From an optimization exercise on the open Yosys and OpenROAD flow, aimed at small area and a short achievable clock period; shortcuts taken in it are not production practice.
At most, simulation tests tie the RTL to the original design; equivalence was not proved.
The flow treats the clock pin as an ideal source. Dropping or thinning the clock tree relies on that and would not hold on a real chip.
Power and IR drop assume default switching activity.

Setup of the baseline:
Design dma_write, start of the top module:
module dma_write (
    input  logic                              s_axi4l,
    input  logic                              rst,
    input  logic [8-1:0]   axi4l_awaddr,
    input  logic                              axi4l_awvalid,
    output logic                              axi4l_awready,
    input  dma_write_pkg::axi4l_data_t        axi4l_wdata,
    input  dma_write_pkg::axi4l_strb_t        axi4l_wstrb,
    input  logic                              axi4l_wvalid,
    output logic                              axi4l_wready,
    output dma_write_pkg::resp_t              axi4l_bresp,
    output logic                              axi4l_bvalid,
    input  logic                              axi4l_bready,
    input  logic [8-1:0]   axi4l_araddr,
    input  logic                              axi4l_arvalid,
    output logic                              axi4l_arready,
    output dma_write_pkg::axi4l_data_t        axi4l_rdata,
    output dma_write_pkg::resp_t              axi4l_rresp,
    output logic                              axi4l_rvalid,
    input  logic                              axi4l_rready,
    input  dma_write_pkg::data_t              axi4s_tdata,
    input  logic                              axi4s_tvalid,
    output logic                              axi4s_tready,
    output dma_write_pkg::id_t                m_awid,
    output dma_write_pkg::addr_t              m_awaddr,
    output dma_write_pkg::len_t               m_awlen,
  ...
For scale: roughly 3600 cells after synthesis, ~1800 flip-flops, roughly 280 I/O pins, about 64000 um2 of cells after synthesis.
Settings: LEC_CHECK=0, CAP_MARGIN=20, CORE_MARGIN=2, CORE_UTILIZATION=55, SETUP_SLACK_MARGIN=1.2, SLEW_MARGIN=20; clock period 3.2 ns.
standard.sh (not shown) runs the stock make flow with config.mk's settings and CLKGATE_MAP_FILE= SYNTH_SCRIPT=/design/flow/synth_recipe.tcl, a recipe that flattens the netlist after the stock synthesis.
==> flow/flow/run.sh <==
#!/bin/bash
# Own layout flow: the standard ORFS flow with two changes:
#  * plain buf_2 cells as the port buffers (buffer_ports would pick delay cells);
#  * a two-level clock tree (flow/manual_tree.tcl) in place of TritonCTS: the
#    clock port feeds 4 root clkbuf_16 beside it, each root feeds the leaf
#    clkbuf_16 of one quarter of the die, each leaf a balanced group of sinks.
# ORFS's scripts are copied into the work folder and cts.tcl is replaced by
# flow/cts.tcl, which differs only in calling manual_tree.tcl.
# Each tool's full output goes to a log file in this folder (make_flow.log,
# and ORFS's own per-step logs under orfs/logs).
set -euo pipefail
W=$(pwd)
rm -rf "$W/orfs_scripts"
cp -r "$FLOW_HOME/scripts" "$W/orfs_scripts"
cp "$W/flow/cts.tcl" "$W/flow/manual_tree.tcl" "$W/orfs_scripts/"
export MANUAL_CTS=1 MT_CLK_PORT=s_axi4l MT_ROOT_DEPTH=2 MT_LEAF_DEPTH=4
export MT_ROOT_BUF=sky130_fd_sc_hd__clkbuf_16 MT_LEAF_BUF=sky130_fd_sc_hd__clkbuf_16
bash standard.sh "SCRIPTS_DIR=$W/orfs_scripts" \
  "BUFFER_PORTS_ARGS=-buffer_cell sky130_fd_sc_hd__buf_2" finish > make_flow.log 2>&1
Other scripts of this flow, unchanged in this note and not shown: flow/flow/cts.tcl, flow/flow/manual_tree.tcl
The baseline ran to completion and came out clean on the timing, DRC and antenna checks.
Input changes introduced in the candidate (baseline for comparison: the baseline):
Settings: SETUP_SLACK_MARGIN: 1.2 -> 0.8.
Results
Across both runs, global-route usage was lower for the candidate than for the baseline.
The candidate contains fewer vias than the baseline.
The candidate ended up with a lower leakage power total than the baseline did.
Summary of the candidate over the baseline: design area shows a reduction of 2.8%, routed wire length on met3 decreased about 30%, final worst slack saw a decrease.
Summary of the comparison: register-to-register setup slack is lower in the candidate, relative to the baseline.
Relative to the baseline, the core utilization of the candidate is lower by 1.8 points.
Compared to the baseline, the router laid down less metal wire for the candidate.
No run of this note included a check of the RTL's function; only the layout flow was run. No run of this note takes its clock network from TritonCTS; it comes from the design's own scripts or RTL.

========
dma_write, a different RTL version from the one above (not shown whole).
For scale: roughly 1800 flip-flops, about 280 I/O pins.
Design dma_write, start of the top module:
module dma_write (
    input  logic                              s_axi4l,
    input  logic                              rst,
    input  logic [8-1:0]   axi4l_awaddr,
    input  logic                              axi4l_awvalid,
    output logic                              axi4l_awready,
    input  dma_write_pkg::axi4l_data_t        axi4l_wdata,
    input  dma_write_pkg::axi4l_strb_t        axi4l_wstrb,
    input  logic                              axi4l_wvalid,
    output logic                              axi4l_wready,
    output dma_write_pkg::resp_t              axi4l_bresp,
    output logic                              axi4l_bvalid,
    input  logic                              axi4l_bready,
    input  logic [8-1:0]   axi4l_araddr,
    input  logic                              axi4l_arvalid,
    output logic                              axi4l_arready,
    output dma_write_pkg::axi4l_data_t        axi4l_rdata,
    output dma_write_pkg::resp_t              axi4l_rresp,
    output logic                              axi4l_rvalid,
    input  logic                              axi4l_rready,
    input  dma_write_pkg::data_t              axi4s_tdata,
    input  logic                              axi4s_tvalid,
    output logic                              axi4s_tready,
    output dma_write_pkg::id_t                m_awid,
    output dma_write_pkg::addr_t              m_awaddr,
    output dma_write_pkg::len_t               m_awlen,
    output logic                              m_awvalid,
    input  logic                              m_awready,
    output dma_write_pkg::data_t              m_wdata,
    output logic                              m_wlast,
    output logic                              m_wvalid,
    input  logic                              m_wready,
    input  dma_write_pkg::resp_t              m_bresp,
    input  logic                              m_bvalid,
    output logic                              m_bready
);
export LEC_CHECK = 0
export CAP_MARGIN = 20
export CORE_MARGIN = 2
export CORE_UTILIZATION = 55
export SETUP_SLACK_MARGIN = 1.3
export SLEW_MARGIN = 20
create_clock -name core_clock -period 3.2 [get_ports {s_axi4l}]
==> flow/flow/run.sh <==
#!/bin/bash
# Own layout flow: the standard ORFS flow with these changes:
#  * plain buf_2 cells as the port buffers (buffer_ports would pick delay cells);
#  * a two-level clock tree (flow/manual_tree.tcl) in place of TritonCTS: the
#    clock port feeds 4 root clkbuf_16 beside it, each root feeds the leaf
#    clkbuf_16 of one quarter of the die, each leaf a balanced group of sinks;
#  * the clock port pinned to the middle of the left edge (flow/io.tcl).
# ORFS's scripts are copied into the work folder and cts.tcl is replaced by
# flow/cts.tcl, which differs only in calling manual_tree.tcl.
# Each tool's full output goes to a log file in this folder (make_flow.log,
# and ORFS's own per-step logs under orfs/logs).
set -euo pipefail
W=$(pwd)
rm -rf "$W/orfs_scripts"
cp -r "$FLOW_HOME/scripts" "$W/orfs_scripts"
cp "$W/flow/cts.tcl" "$W/flow/manual_tree.tcl" "$W/orfs_scripts/"
export MANUAL_CTS=1 MT_CLK_PORT=s_axi4l MT_ROOT_DEPTH=2 MT_LEAF_DEPTH=4
export MT_ROOT_BUF=sky130_fd_sc_hd__clkbuf_16 MT_LEAF_BUF=sky130_fd_sc_hd__clkbuf_16
export PRE_IO_PLACEMENT_TCL="$W/flow/io.tcl"
bash standard.sh "SCRIPTS_DIR=$W/orfs_scripts" \
  "BUFFER_PORTS_ARGS=-buffer_cell sky130_fd_sc_hd__buf_2" finish > make_flow.log 2>&1
Other scripts of this flow, unchanged in this note and not shown: flow/flow/cts.tcl, flow/flow/io.tcl, flow/flow/manual_tree.tcl
Then changed:
Settings changed: CORE_UTILIZATION 55 to 62.
The changed run produced a clean layout.
Routed wire length fell by 4.2%.
Cell area fell by 0.79%.
Core utilization rose by 7.8 points.
Sequential power is about the same.
Synthesized cell count stays the same.
Area after synthesis stays the same.
Critical path depth rose by 7.
Setup slack got worse by 0.035 ns.
Die area fell by 11%.
Then changed:
Settings changed: CORE_UTILIZATION 62 to 55, SETUP_SLACK_MARGIN 1.3 to 1.35.
The changed run finished with timing, DRC and antenna clean.
Synthesized cell count does not change.
Worst setup slack gets better by 0.046 ns.
Global-route usage falls by 2.4 points.
No run of this note takes its clock network from TritonCTS; it comes from the design's own scripts or RTL.

========
dma_write, a different RTL version from the one above (not shown whole).
For scale: ~3700 cells after synthesis, ~1800 flip-flops, roughly 280 I/O pins.
Settings: LEC_CHECK=0, CAP_MARGIN=20, CORE_MARGIN=2, CORE_UTILIZATION=55, SETUP_SLACK_MARGIN=1.4, SLEW_MARGIN=20; clock period 3.2 ns.
==> flow/flow/run.sh <==
#!/bin/bash
# Own layout flow: the standard ORFS flow with two changes:
#  * plain buf_2 cells as the port buffers (buffer_ports would pick delay cells);
#  * a two-level clock tree (flow/manual_tree.tcl) in place of TritonCTS: the
#    clock port feeds 4 root clkbuf_16 beside it, each root feeds the leaf
#    clkbuf_16 of one quarter of the die, each leaf a balanced group of sinks.
# ORFS's scripts are copied into the work folder and cts.tcl is replaced by
# flow/cts.tcl, which differs only in calling manual_tree.tcl.
# Each tool's full output goes to a log file in this folder (make_flow.log,
# and ORFS's own per-step logs under orfs/logs).
set -euo pipefail
W=$(pwd)
rm -rf "$W/orfs_scripts"
cp -r "$FLOW_HOME/scripts" "$W/orfs_scripts"
cp "$W/flow/cts.tcl" "$W/flow/manual_tree.tcl" "$W/orfs_scripts/"
export MANUAL_CTS=1 MT_CLK_PORT=s_axi4l MT_ROOT_DEPTH=2 MT_LEAF_DEPTH=4
export MT_ROOT_BUF=sky130_fd_sc_hd__clkbuf_16 MT_LEAF_BUF=sky130_fd_sc_hd__clkbuf_16
bash standard.sh "SCRIPTS_DIR=$W/orfs_scripts" \
  "BUFFER_PORTS_ARGS=-buffer_cell sky130_fd_sc_hd__buf_2" finish > make_flow.log 2>&1
Other scripts of this flow, unchanged in this note and not shown: flow/flow/cts.tcl, flow/flow/manual_tree.tcl
The starting point produced a clean layout.
Then changed:
- SETUP_SLACK_MARGIN: 1.4 -> 1.2
Setup slack loses 0.027 ns.
Fmax fell by 1.3%.
Utilization fell by 3.2 points.
Final cell count fell by 2.2%.
Via count fell by 2.7%.
No run of this note takes its clock network from TritonCTS; it comes from the design's own scripts or RTL.

========
build 7:
dma_write, a different RTL version from the one above (not shown whole).
For scale: roughly 3700 cells after synthesis, ~1800 flip-flops.
Settings: LEC_CHECK=0, CAP_MARGIN=20, CORE_MARGIN=2, CORE_UTILIZATION=55, SETUP_SLACK_MARGIN=1.2, SLEW_MARGIN=20; clock period 3.2 ns.
Scripts as last shown in full above: flow/flow/run.sh
Other scripts of this flow, unchanged in this note and not shown: flow/flow/cts.tcl, flow/flow/manual_tree.tcl
Changes in trial 72 relative to build 7:
-- flow/flow/run.sh --
<<< build 7, line 2
# Own layout flow: the standard ORFS flow with two changes:
>>> trial 72, line 2
# Own layout flow: the standard ORFS flow with these changes:
<<< build 7, line 6
#    clkbuf_16 of one quarter of the die, each leaf a balanced group of sinks.
>>> trial 72, line 6
#    clkbuf_16 of one quarter of the die, each leaf a balanced group of sinks;
#  * the clock port pinned to the middle of the left edge (flow/io.tcl).
<<< build 7, line 18
>>> trial 72, line 19
export PRE_IO_PLACEMENT_TCL="$W/flow/io.tcl"
==> flow/flow/io.tcl (new file) <==
# Puts the clock port at the middle of the die's left edge, so the clock
# tree's root buffers beside it are about as close to every quarter of the die.
set mt_block [ord::get_db_block]
set mt_die [$mt_block getDieArea]
set mt_dbu [$mt_block getDefUnits]
set mt_mid [expr {([$mt_die yMin] + [$mt_die yMax]) / 2.0 / $mt_dbu}]
set_io_pin_constraint -pin_names $::env(MT_CLK_PORT) \
  -region [format "left:%.2f-%.2f" [expr {$mt_mid - 3}] [expr {$mt_mid + 3}]]
- Trial 72 finished end to end and its layout was clean on timing, DRC and antenna.
- Trial 72 vs. build 7: setup slack after placement picked up an extra 0.041 ns; final cycle utilization of the critical path lost 1.6 points.
- Sort trial 72 and build 7 by final period demand of the worst path, ascending, and trial 72 comes first.
- Worst slack on hold paths across trial 72 and build 7: no real change.
- Compared with build 7, in trial 72 wire length the detailed router placed on met1 increased by about 2.7% relative to the old numbers, first-pass GRT wire length saw little to no change, maximum frequency from static timing analysis rose by about 2.5%, overall power of the completed layout neither gained nor lost much.
- Compare trial 72 and build 7 | setup slack lower: build 7
- The initial antenna violation count in trial 72 sits 9 above the value recorded for build 7.
No run of this note included a check of the RTL's function; only the layout flow was run. No run of this note takes its clock network from TritonCTS; it comes from the design's own scripts or RTL.

[afterwards: timing with drivers on the ports]
No port has a modelled driver above. Below, the same layouts with a new extraction and two added sets of constraints.
Step 1 assumes that a clkbuf_16 drives the clock port and a buf_2 every other input.
Step 2 also shifts input and output timing later by t, the mid clock arrival at the registers, as if the neighbouring blocks saw the same clock.
Slacks: ideal / step 1 / step 2; pairs: ideal / step 1.
run	t (ns)	setup slack, ns	worst data-port slew with drivers (ns)	pins driven straight from the clock port
the baseline	0.589	1.078 / 1.078 / 0.842	0.19	4
the candidate	0.589	0.887 / 0.887 / 0.791	0.15	4
the first run of note 2	0.589	1.322 / 1.302 / 1.013	0.15	4
the second run of note 2	0.587	1.287 / 1.287 / 1.065	0.15	4
the third run of note 2	0.592	1.334 / 1.322 / 1.033	0.17	4
the first run of note 3	0.599	1.228 / 1.215 / 0.802	0.14	4
the second run of note 3	0.593	1.201 / 1.196 / 0.739	0.16	4
build 7	0.593	1.151 / 1.151 / 0.750	0.15	4
trial 72	0.579	1.201 / 1.201 / 0.682	0.14	4
After both steps every run listed still meets setup and hold. For trial 72, which loses most, drivers alone change the setup slack by 0.000 ns; drivers and shift together by -0.519 ns.
